What follows belongs to an exercise in optimizing a design on an open flow for small area, a short achievable clock period and few clock cycles per item; a production flow would make more cautious choices. Function was checked by simulation only, so behaviour that the tests miss may differ from the original. Power is estimated from default activity; no workload was simulated.

==> v2: inputs <==
// sliding_window_event_rate
module sliding_window_event_rate #(
  parameter int MAX_WINDOW = 64
) (
  input  logic                            clk,
  input  logic                            rst_n,
  input  logic                            cfg_valid,
  output logic                            cfg_ready,
  input  logic [swer_pkg::CFG_W-1:0]      cfg_window_seconds,
  input  logic                            in_valid,
  output logic                            in_ready,
  input  logic [swer_pkg::NOW_W-1:0]      in_now_seconds,
  input  logic [swer_pkg::ADD_W-1:0]      in_add_count,
  output logic                            out_valid,
  input  logic                            out_ready,
  output logic [swer_pkg::TOTAL_W-1:0]    out_window_total
);
==> flow/config.mk <==
export PLATFORM = sky130hd
export DESIGN_NAME = sliding_window_event_rate
export DESIGN_NICKNAME = sliding_window_event_rate
export VERILOG_FILES = /design/flow/design.v
export SDC_FILE = /design/flow/constraint.sdc
export NUM_CORES = 4
export LEC_CHECK = 0
export CAP_MARGIN = 20
export CORE_MARGIN = 2
export CORE_UTILIZATION = 60
export CTS_CLUSTER_DIAMETER = 100
export CTS_CLUSTER_SIZE = 20
export SLEW_MARGIN = 20
==> flow/constraint.sdc <==
create_clock -name core_clock -period 10.0 [get_ports {clk}]
set_input_delay 2.0000 -clock core_clock [delete_from_list [all_inputs] [get_ports {clk}]]
set_output_delay 2.0000 -clock core_clock [all_outputs]
set_load 0.01 [all_outputs]
standard.sh (not shown) runs the stock make flow with config.mk's settings and CLKGATE_MAP_FILE= SYNTH_SCRIPT=/design/flow/synth_recipe.tcl, a recipe that flattens the netlist after the stock synthesis.
==> flow/flow/run.sh <==
#!/bin/bash
set -euo pipefail
bash standard.sh SETUP_SLACK_MARGIN=7.0 finish > flow_make.log 2>&1
==> v14: changes against v2 <==
--- a/flow/design.v
+++ b/flow/design.v
@@ -70,15 +70,15 @@
   logic          in_rdy_r, cfg_rdy_r, cfg_mode_r;
   logic          in_fire, cfg_fire;
   logic [WW-1:0] w_r;            
   logic [7:0]    nw_r;           
   logic [WW-1:0] w_cfg;
   logic          tbig1_r;        
   logic          tbig_r;         
-  logic          v1, v2, v3;
+  logic          v0, v1, v2, v3;
   logic          ov_r, sk_v;
   logic [TW-1:0] ov_tot, sk_tot;
   assign in_fire  = in_valid && in_rdy_r;
   assign cfg_fire = cfg_valid && cfg_rdy_r;
   assign go       = !sk_v;
   assign go_f     = go && !split;
   assign in_ready         = in_rdy_r;
@@ -90,58 +90,41 @@
       w_cfg = WW'(1);
     end else if (32'(cfg_window_seconds) > 32'(MAX_WINDOW)) begin
       w_cfg = WW'(MAX_WINDOW);
     end else begin
       w_cfg = WW'(cfg_window_seconds);
     end
   end
-  localparam int HB = NW - WW;
+  logic [NW-1:0] now0;
+  logic [DW-1:0] add0;
+  always_ff @(posedge clk) begin
+    if (go_f) begin
+      now0 <= in_now_seconds;
+      add0 <= in_add_count;
+    end
+  end
   logic [NW-1:0] last_r;
-  logic [HB-1:0] lasthi_p1;
-  logic [WW-1:0] dlo;
-  logic          later, near;
+  logic [NW-1:0] delta;
+  logic          later;
   logic          gt1, big1;
   logic [WW-1:0] dlo1;
   logic [DW-1:0] add1;
-  function automatic logic [HB-1:0] inch(input logic [HB-1:0] x);
-    for (int i = 0; i < HB; i++) begin
-      inch[i] = x[i] ^ (&(x | ~((HB)'((64'(1) << i) - 64'(1)))));
-    end
-  endfunction
-  function automatic logic less_now(input logic [NW-1:0] a, input logic [NW-1:0] b);
-    logic [NW-1:0] l, e;
-    for (int i = 0; i < NW; i++) begin
-      l[i] = !a[i] && b[i];
-      e[i] = a[i] == b[i];
-    end
-    for (int n = NW / 2; n >= 1; n = n / 2) begin
-      for (int i = 0; i < n; i++) begin
-        l[i] = l[2*i+1] || (e[2*i+1] && l[2*i]);
-        e[i] = e[2*i+1] && e[2*i];
-      end
-    end
-    less_now = l[0];
-  endfunction
-  assign lasthi_p1 = inch(last_r[NW-1:WW]);
-  assign later     = less_now(last_r, in_now_seconds);
-  assign dlo       = in_now_seconds[WW-1:0] - last_r[WW-1:0];
-  assign near     = in_now_seconds[NW-1:WW] == last_r[NW-1:WW] ||
-                     (in_now_seconds[NW-1:WW] == lasthi_p1 &&
-                      in_now_seconds[WW-1:0] < last_r[WW-1:0]);
+  assign later = now0 > last_r;
+  assign delta = now0 - last_r;
   always_ff @(posedge clk) begin
     if (!rst_n) begin
       last_r <= '0;
-    end else if (go_f && in_fire && later) begin
-      last_r <= in_now_seconds;
+    end else if (go_f && v0 && later) begin
+      last_r <= now0;
     end
     if (go_f) begin
       gt1  <= later;
-      big1 <= !near;
-      dlo1 <= dlo;
-      add1 <= in_add_count;
+      big1 <= |delta[NW-1:WW];
+      dlo1 <= delta[WW-1:0];
+      add1 <= add0;
     end else if (go && split) begin
       dlo1 <= dlo1 - WW'(1);
     end
   end
   logic [AW-1:0] slot_r, slot1_r;
   logic          full_s, step_s;
   logic [7:0]    sum_c, sum_n;
@@ -280,34 +263,17 @@
     logic c;
     c = 1'b1;
     for (int i = 0; i < TW - BW; i++) begin
       decr[i] = x[i] ^ c;
       c       = c && !x[i];
     end
   endfunction
-  function automatic logic [BW:0] kadd(input logic [BW-1:0] a, input logic [BW-1:0] b);
-    logic [BW-1:0] p, gg, pp, g2, p2;
-    p  = a ^ b;
-    gg = a & b;
-    pp = p;
-    for (int d = 1; d < BW; d = d * 2) begin
-      g2 = gg;
-      p2 = pp;
-      for (int i = d; i < BW; i++) begin
-        g2[i] = gg[i] | (pp[i] & gg[i-d]);
-        p2[i] = pp[i] & pp[i-d];
-      end
-      gg = g2;
-      pp = p2;
-    end
-    kadd = {gg[BW-1], p ^ {gg[BW-2:0], 1'b0}};
-  endfunction
   assign bwrap = less(old3, oldl_r);
-  assign ulo_u = kadd(u_r[BW-1:0], BW'(amt3));
-  assign ulo_f = kadd(old3, BW'(amt3));
+  assign ulo_u = (BW+1)'(u_r[BW-1:0]) + (BW+1)'(amt3);
+  assign ulo_f = (BW+1)'(old3) + (BW+1)'(amt3);
   assign ulo   = full3 ? ulo_f : ulo_u;
   always_comb begin
     if (full3)                  uhi = (TW-BW)'(ulo[BW]);
     else if (ulo[BW] && !bwrap) uhi = incr(u_r[TW-1:BW]);
     else if (!ulo[BW] && bwrap) uhi = decr(u_r[TW-1:BW]);
     else                        uhi = u_r[TW-1:BW];
   end
@@ -352,44 +318,47 @@
     if (!ov_r || take) begin
       ov_tot <= sk_v ? sk_tot : tot5;
     end
     if (go) begin
       sk_tot <= tot5;
     end
   end
-  logic v1_nx, v2_nx, go_nx, mode_nx;
-  assign v1_nx   = go_f ? in_fire : v1;
+  logic v0_nx, v1_nx, v2_nx, go_nx, mode_nx;
+  assign v0_nx   = go_f ? in_fire : v0;
+  assign v1_nx   = go_f ? v0 : v1;
   assign v2_nx   = go ? v1 : v2;
   assign go_nx   = !(ov_r && !take && (sk_v || arrive));
   assign mode_nx = (cfg_mode_r || cfg_valid) && !cfg_fire;
   always_ff @(posedge clk) begin
     if (!rst_n) begin
+      v0         <= 1'b0;
       v1         <= 1'b0;
       v2         <= 1'b1;
       v3         <= 1'b0;
       v4         <= 1'b0;
       in_rdy_r   <= 1'b0;
       cfg_rdy_r  <= 1'b0;
       cfg_mode_r <= 1'b0;
       w_r        <= WW'(swer_pkg::CFG_RESET);
       nw_r       <= 8'(256 - 32'(swer_pkg::CFG_RESET));
     end else begin
+      v0         <= v0_nx;
       v1         <= v1_nx;
       if (cfg_fire) begin
         v2 <= 1'b1;
       end else if (go) begin
         v2 <= v1;
       end
       if (go) begin
         v3 <= v2;
         v4 <= v3;
       end
       cfg_mode_r <= mode_nx;
-      cfg_rdy_r  <= mode_nx && !v1_nx && (!v2_nx || go_nx);
-      in_rdy_r   <= !mode_nx && go_nx && (!tbig1_r || !v1_nx);
+      cfg_rdy_r  <= mode_nx && !v0_nx && !v1_nx && (!v2_nx || go_nx);
+      in_rdy_r   <= !mode_nx && go_nx && (!tbig1_r || (!v0_nx && !v1_nx));
       if (cfg_fire) begin
         w_r  <= w_cfg;
         nw_r <= 8'(0) - 8'(w_cfg);
       end
     end
   end
 endmodule
==> flow/flow/run.sh (replaced) <==
#!/bin/bash
set -euo pipefail
bash standard.sh SETUP_SLACK_MARGIN=6.8 finish > flow_make.log 2>&1
==> comparison <==
Synthesized cell count: v2 is smaller than v14 (0.28%). Clock skew: v2 is higher than v14 (0.0015 ns). Against v14, the first-iteration DRC count of v2 is larger by 5.5%. Between v2 and v14, the lower combinational power is in v14 (gap 7.5%, measured against v14). Between v14 and v2, the lower critical path depth is in v2 (gap 3). Worst hold slack: v14 is lower than v2 (0.019 ns). Sequential power is about the same in v2 and v14.
==> figures <==
Final WL: v14 302000 um; v2 311000 um
Terminus of the critical flop-to-flop path: v14 u_r[29]$_SDFFE_PN0P_; v2 rdh2[6]$_SDFFCE_PN0P_
Relative area of non-clock buffer cells in the final design: v14 4.87%; v2 6.24%
Number of cells on the worst reg-to-reg path: v14 17; v2 11
Reg-to-reg critical path startpoint: v14 full3$_DFFE_PN_; v2 dlo1[2]$_DFFE_PP_
Power in sequential cells: v14 10.5 mW; v2 10.3 mW
Worst Setup SP: v14 full3$_DFFE_PN_; v2 in_now_seconds[25]
Endpoint, Worst Hold: v14 add1[6]$_DFFE_PP_; v2 out3$_DFFE_PN_
DR iter-0 viols: v14 11.2k; v2 11.8k
Area of the multi-input gates: v14 24900 um^2; v2 26300 um^2
Clk_skew: v14 0.0676 ns; v2 0.0691 ns
FF+latch count: v14 1956; v2 1907
Flop-to-flop setup slack: v14 6.42 ns; v2 6.59 ns
Xor/xnor cell area share of the yosys netlist: v14 1.47%; v2 1.78%
Outcome: v14 finished clean; v2 finished clean
Testbench counts of v2, summed over its fixed seeds: cycles 9,688, items 9,600.
Testbench counts of v14, summed over its fixed seeds: cycles 9,712, items 9,600.

what the ideal ports hide:
Ports are ideal in the flow. The routed layouts listed here were re-timed in OpenROAD. Step 1, drivers: a clkbuf_16 drives clk and a buf_2 each remaining input, both assumed. Step 2 times the ports against the registers' clock, not the clock port: input delays grow and output delays shrink by t, the midpoint of the rising clock arrivals with the driver on. Slacks: ideal ports / drivers / drivers and shift; pairs: ideal ports / drivers.
run | shift t [ns] | setup slack, ns | clock arrival spread, ns | worst register clock-pin slew, ns | pins driven straight from the clock port
v2 | 0.855 | 6.568 / 6.516 / 5.753 | 0.087 / 0.088 | 0.09 / 0.09 | 1
v14 | 0.865 | 6.420 / 6.420 / 6.026 | 0.076 / 0.077 | 0.10 / 0.10 | 1
After both steps setup and hold are still met in every run listed. For v2, which loses most, drivers alone change the setup slack by -0.052 ns; drivers and shift together by -0.815 ns.
